Context: an optimization exercise on an open-source flow, tuned for small area and a short achievable clock period. The choices shown serve that exercise and are no tape-out recipe.
Only simulation tests tie the RTL to the original design; equivalence was not proved.
Power and IR drop assume default switching activity.

==> flow/design.v (excerpt) <==
module exec_pipe_top
#(
    parameter int dmem_depth = 16     
)
(
    input  logic            clk,
    input  logic            reset,
    input  pipe_isa_pkg::iclass_e         iclass,
    input  pipe_isa_pkg::alu_op_e         alu_op,
    input  logic [pipe_isa_pkg::xlen-1:0] op_a,
    input  logic [pipe_isa_pkg::xlen-1:0] op_b,
    input  logic [pipe_isa_pkg::xlen-1:0] store_data,
    input  pipe_isa_pkg::reg_idx_t        rd,
    output pipe_stage_pkg::wb_t             wb,
    output logic            branch_taken
);
    pipe_stage_pkg::id_ex_t  id_ex;      
    pipe_stage_pkg::ex_mem_t ex_in;      
    pipe_stage_pkg::ex_mem_t ex_mem;     
    issue_stage u_issue (
        .clk        (clk),
        .reset      (reset),
        .iclass     (iclass),
        .alu_op     (alu_op),
        .op_a       (op_a),
        .op_b       (op_b),
        .store_data (store_data),
        .rd         (rd),
        .id_ex      (id_ex)
    );
    execute_stage u_execute (
        .id_ex (id_ex),
        .ex_in (ex_in)
    );
    ex_mem_reg u_ex_mem (
        .clk    (clk),
        .reset  (reset),
        .ex_in  (ex_in),
        .ex_mem (ex_mem)
    );
    mem_stage u_mem (
        .clk          (clk),
        .reset        (reset),
  ...
export LEC_CHECK = 0
export CAP_MARGIN = 30
export CORE_MARGIN = 2
export CORE_UTILIZATION = 65
export CTS_CLUSTER_DIAMETER = 80
export CTS_CLUSTER_SIZE = 24
export PLACE_DENSITY = 0.72
export SETUP_SLACK_MARGIN = 3.6
export SLEW_MARGIN = 20
export TNS_END_PERCENT = 20
create_clock -name core_clock -period 6.0 [get_ports {clk}]
standard.sh (not shown) runs the stock make flow with config.mk's settings and CLKGATE_MAP_FILE= SYNTH_SCRIPT=/design/flow/synth_recipe.tcl, a recipe that flattens the netlist after the stock synthesis.
==> flow/flow/run.sh <==
#!/bin/bash
# The standard ORFS layout (the standard.sh, standard synthesis unchanged)
# with two changes to how the layout is made:
#  - port buffers are buf_2 cells instead of the default delay-buffer pick;
#  - timing repair may resize a cell to any footprint (MATCH_CELL_FOOTPRINT=0).
# All of make's output goes to flow_make.log here; ORFS keeps its per-step logs
# under orfs/logs.
set -uo pipefail
bash standard.sh MATCH_CELL_FOOTPRINT=0 \
    "BUFFER_PORTS_ARGS=-buffer_cell sky130_fd_sc_hd__buf_2" \
    finish > flow_make.log 2>&1
status=$?
tail -20 flow_make.log
exit $status
The first run produced a clean layout.
Next try:
- CORE_UTILIZATION: 65 -> 55
- PLACE_DENSITY: 0.72 -> not set
- TNS_END_PERCENT: 20 -> not set
The changed run completed without violations. Wire length rises by about 6%. Register-to-register slack gains 0.15 ns. Worst setup slack gains 0.19 ns. Power rises by about 1.3%. Die area rises by about 18%. Count of clock-buffer cells in the layout rises by 4. Sequential cell count is unchanged. Final area rises by about 1.4%. Via count falls by about 0.8%. Fmax rises by about 8%. Hold slack loses 0.018 ns.
Next try:
- CAP_MARGIN: 30 -> 15
- CORE_UTILIZATION: 55 -> 65
- PLACE_DENSITY: not set -> 0.72
- SLEW_MARGIN: 20 -> 10
Effect: The changed run completed without violations; power drops by 1.1%; via count increases by 0.30%; setup slack loses 0.022 ns; clock-buffer cell count fell by 7; cell count came out lower by 4.3%; hold slack gains 0.019 ns; clock skew stays flat.
Next try:
- CAP_MARGIN: 15 -> 30
- SETUP_SLACK_MARGIN: 3.6 -> 3.66
- SLEW_MARGIN: 10 -> 20
What happened: Total power climbs slightly. Register-to-register slack stays flat. Worst hold slack got worse by 0.028 ns. Maximum frequency is about the same. Sequential cell count is unchanged. Clock-buffer cell count climbs by 5. Wire length climbs slightly. Final cell count barely changes. Die area does not change. Synthesized area does not change.
Next try:
- ABC_CLOCK_PERIOD_IN_PS: not set -> 2500
- CORE_UTILIZATION: 65 -> 55
- CTS_CLUSTER_DIAMETER: 80 -> 100
- CTS_CLUSTER_SIZE: 24 -> 30
- PLACE_DENSITY: 0.72 -> not set
- SETUP_SLACK_MARGIN: 3.66 -> 3.6
- TNS_END_PERCENT: not set -> 5
=>
- The new run completed with no timing, DRC or antenna violations
- global-route usage decreases by 4.7 points
- cell area decreases by 1.7%
- worst setup slack is worse by 0.18 ns
- via count decreases by 3.1%
Next try:
- ABC_CLOCK_PERIOD_IN_PS: 2500 -> not set
- CORE_UTILIZATION: 55 -> 65
- CTS_CLUSTER_DIAMETER: 100 -> 80
- CTS_CLUSTER_SIZE: 30 -> 24
- PLACE_DENSITY: not set -> 0.72
- TNS_END_PERCENT: 5 -> not set
What happened: Setup slack gets better by 0.22 ns. Via count grows by 2.7%. Fmax grows by 9.2%. Clock power grows by 13%. Register-to-register slack gets better by 0.16 ns.


exec_pipe_top again, from the RTL that the note above started with.
Settings: LEC_CHECK=0, CAP_MARGIN=30, CORE_MARGIN=2, CORE_UTILIZATION=72, CTS_CLUSTER_DIAMETER=80, CTS_CLUSTER_SIZE=24, PLACE_DENSITY=0.8, SETUP_SLACK_MARGIN=3.6, SLEW_MARGIN=20; clock period 6.0 ns.
Scripts as last shown in full above: flow/flow/run.sh
Next try:
==> flow/flow/run.sh (replaced) <==
#!/bin/bash
# The standard ORFS layout (the standard.sh, standard synthesis unchanged)
# with two changes to how the layout is made:
#  - port buffers are buf_1 cells instead of the default delay-buffer pick;
#  - timing repair may resize a cell to any footprint (MATCH_CELL_FOOTPRINT=0).
# All of make's output goes to flow_make.log here; ORFS keeps its per-step logs
# under orfs/logs.
set -uo pipefail
bash standard.sh MATCH_CELL_FOOTPRINT=0 \
    "BUFFER_PORTS_ARGS=-buffer_cell sky130_fd_sc_hd__buf_1" \
    finish > flow_make.log 2>&1
status=$?
tail -20 flow_make.log
exit $status
- CORE_UTILIZATION: 72 -> 65
- PLACE_DENSITY: 0.8 -> 0.72
After rerunning:
- first-iteration DRC count went down by 14%
- total power is about the same
- worst setup slack is better by 0.048 ns
- wire length went down by 2.2%
- sequential cell count stays the same
- final area is about the same
- critical path depth went up by 5
- sequential power barely changes
- final cell count went up by 2.0%
Next try:
==> flow/flow/run.sh (replaced) <==
#!/bin/bash
# The standard ORFS layout (the standard.sh, standard synthesis unchanged)
# with two changes to how the layout is made:
#  - port buffers are buf_2 cells instead of the default delay-buffer pick;
#  - timing repair may resize a cell to any footprint (MATCH_CELL_FOOTPRINT=0).
# All of make's output goes to flow_make.log here; ORFS keeps its per-step logs
# under orfs/logs.
set -uo pipefail
bash standard.sh MATCH_CELL_FOOTPRINT=0 \
    "BUFFER_PORTS_ARGS=-buffer_cell sky130_fd_sc_hd__buf_2" \
    finish > flow_make.log 2>&1
status=$?
tail -20 flow_make.log
exit $status
- GPL_ROUTABILITY_DRIVEN: not set -> 0
What happened: The changed run ran to the end with no violations; worst hold slack gets better by 0.018 ns; first-iteration DRC count decreases by 8.3%; total power decreases by 0.49%; clock power decreases by about 2%; area after synthesis does not change; die area stays the same; flip-flop and latch count is unchanged; core utilization increases by 0.20 points.
Next try:
- ABC_CLOCK_PERIOD_IN_PS: not set -> 2500
- CORE_UTILIZATION: 65 -> 55
- CTS_CLUSTER_DIAMETER: 80 -> 100
- CTS_CLUSTER_SIZE: 24 -> 30
- GPL_ROUTABILITY_DRIVEN: 0 -> not set
- PLACE_DENSITY: 0.72 -> not set
- SETUP_SLACK_MARGIN: 3.6 -> 3.5
Worst setup slack loses 0.13 ns.
Via count came out lower slightly.
Die area goes up by about a fifth.
Hold slack barely changes.
Count of clock-buffer cells in the layout is lower by 22.


Starting RTL as in the previous note.
Settings: LEC_CHECK=0, CAP_MARGIN=30, CORE_MARGIN=2, CORE_UTILIZATION=65, CTS_CLUSTER_DIAMETER=80, CTS_CLUSTER_SIZE=24, PLACE_DENSITY=0.72, SETUP_SLACK_MARGIN=3.75, SLEW_MARGIN=20; clock period 6.0 ns.
==> flow/flow/run.sh <==
#!/bin/bash
# The standard ORFS layout (the standard.sh, standard synthesis unchanged)
# with two changes to how the layout is made:
#  - port buffers are buf_2 cells instead of the default delay-buffer pick;
#  - timing repair may resize a cell to any footprint (MATCH_CELL_FOOTPRINT=0).
# All of make's output goes to flow_make.log here; ORFS keeps its per-step logs
# under orfs/logs.
set -uo pipefail
bash standard.sh MATCH_CELL_FOOTPRINT=0 \
    "BUFFER_PORTS_ARGS=-buffer_cell sky130_fd_sc_hd__buf_2" \
    finish > flow_make.log 2>&1
status=$?
tail -20 flow_make.log
exit $status
The baseline completed with no timing, DRC or antenna violations.
Edit:
--- a/flow/flow/run.sh
+++ b/flow/flow/run.sh
@@ -4 +4 @@
-#  - port buffers are buf_2 cells instead of the default delay-buffer pick;
+#  - port buffers are buf_1 cells instead of the default delay-buffer pick;
@@ -10 +10 @@
-    "BUFFER_PORTS_ARGS=-buffer_cell sky130_fd_sc_hd__buf_2" \
+    "BUFFER_PORTS_ARGS=-buffer_cell sky130_fd_sc_hd__buf_1" \
--- a/flow/config.mk
+++ b/flow/config.mk
@@ -11,2 +11,2 @@
-export CTS_CLUSTER_DIAMETER = 80
-export CTS_CLUSTER_SIZE = 24
+export CTS_CLUSTER_DIAMETER = 90
+export CTS_CLUSTER_SIZE = 27
@@ -14 +14 @@
-export SETUP_SLACK_MARGIN = 3.75
+export SETUP_SLACK_MARGIN = 3.6
=>
- power went down by 4.1%
- cell count went down by 0.90%
- sequential power stays flat
- setup slack gets better by 26 ps
- first-iteration DRC count went up by 5.8%
- register-to-register slack gets better by 50 ps
- sequential share of layout area went up by 1.5 points
Edit:
--- a/flow/flow/run.sh
+++ b/flow/flow/run.sh
@@ -4 +4 @@
-#  - port buffers are buf_1 cells instead of the default delay-buffer pick;
+#  - port buffers are buf_2 cells instead of the default delay-buffer pick;
@@ -10 +10 @@
-    "BUFFER_PORTS_ARGS=-buffer_cell sky130_fd_sc_hd__buf_1" \
+    "BUFFER_PORTS_ARGS=-buffer_cell sky130_fd_sc_hd__buf_2" \
--- a/flow/config.mk
+++ b/flow/config.mk
@@ -11,2 +11,2 @@
-export CTS_CLUSTER_DIAMETER = 90
-export CTS_CLUSTER_SIZE = 27
+export CTS_CLUSTER_DIAMETER = 80
+export CTS_CLUSTER_SIZE = 24
@@ -15,0 +16 @@
+export TNS_END_PERCENT = 50
=>
- count of clock-buffer cells in the layout increases by 12
- power went up by 2.4%
- fmax falls by 1.8%
- final cell count grows by 0.32%
- clock skew shrinks by 13 ps
- register-to-register slack gets worse by 60 ps
- via count is lower by 0.32%
- core utilization grows by 0.34 points
- sequential cell count does not change

[afterwards: timing with drivers on the ports]
No port has a modelled driver above. Below, the same layouts with a new extraction and two added sets of constraints.
Step 1 assumes that a clkbuf_16 drives the clock port and a buf_2 every other input.
Step 2 also shifts input and output timing later by t, the mid clock arrival at the registers, as if the neighbouring blocks saw the same clock.
Three values: no drivers, after step 1, after step 2; two values: the first two.
run | t (ns) | slack for setup (ns) | hold WS [ns] | worst slew at a driven data input, ns
the first run of note 1 | 0.722 | 3.385 / 3.311 / 2.777 | 0.332 / 0.332 / 0.332 | 0.20
the second run of note 1 | 0.738 | 3.577 / 3.494 / 2.755 | 0.313 / 0.313 / 0.313 | 0.30
the third run of note 1 | 0.720 | 3.555 / 3.517 / 2.865 | 0.332 / 0.332 / 0.332 | 0.21
the fourth run of note 1 | 0.716 | 3.549 / 3.483 / 2.834 | 0.304 / 0.304 / 0.304 | 0.20
the fifth run of note 1 | 0.736 | 3.368 / 3.295 / 2.842 | 0.322 / 0.322 / 0.322 | 0.06
the sixth run of note 1 | 0.717 | 3.591 / 3.522 / 2.859 | 0.330 / 0.330 / 0.330 | 0.22
the first run of note 2 | 0.719 | 3.506 / 3.505 / 2.863 | 0.333 / 0.333 / 0.333 | 0.17
the second run of note 2 | 0.717 | 3.554 / 3.492 / 2.911 | 0.317 / 0.317 / 0.317 | 0.06
the third run of note 2 | 0.718 | 3.582 / 3.509 / 2.889 | 0.335 / 0.335 / 0.335 | 0.17
the fourth run of note 2 | 0.775 | 3.449 / 3.405 / 2.630 | 0.334 / 0.334 / 0.334 | 0.26
the first run of note 3 | 0.726 | 3.526 / 3.503 / 2.863 | 0.327 / 0.327 / 0.327 | 0.26
the second run of note 3 | 0.752 | 3.552 / 3.481 / 2.845 | 0.332 / 0.332 / 0.332 | 0.06
the third run of note 3 | 0.718 | 3.508 / 3.431 / 2.820 | 0.334 / 0.334 / 0.334 | 0.17
After both steps setup and hold are still met in every run listed. For the second run of note 1, which loses most, drivers alone change the setup slack by -0.083 ns; drivers and shift together by -0.822 ns.
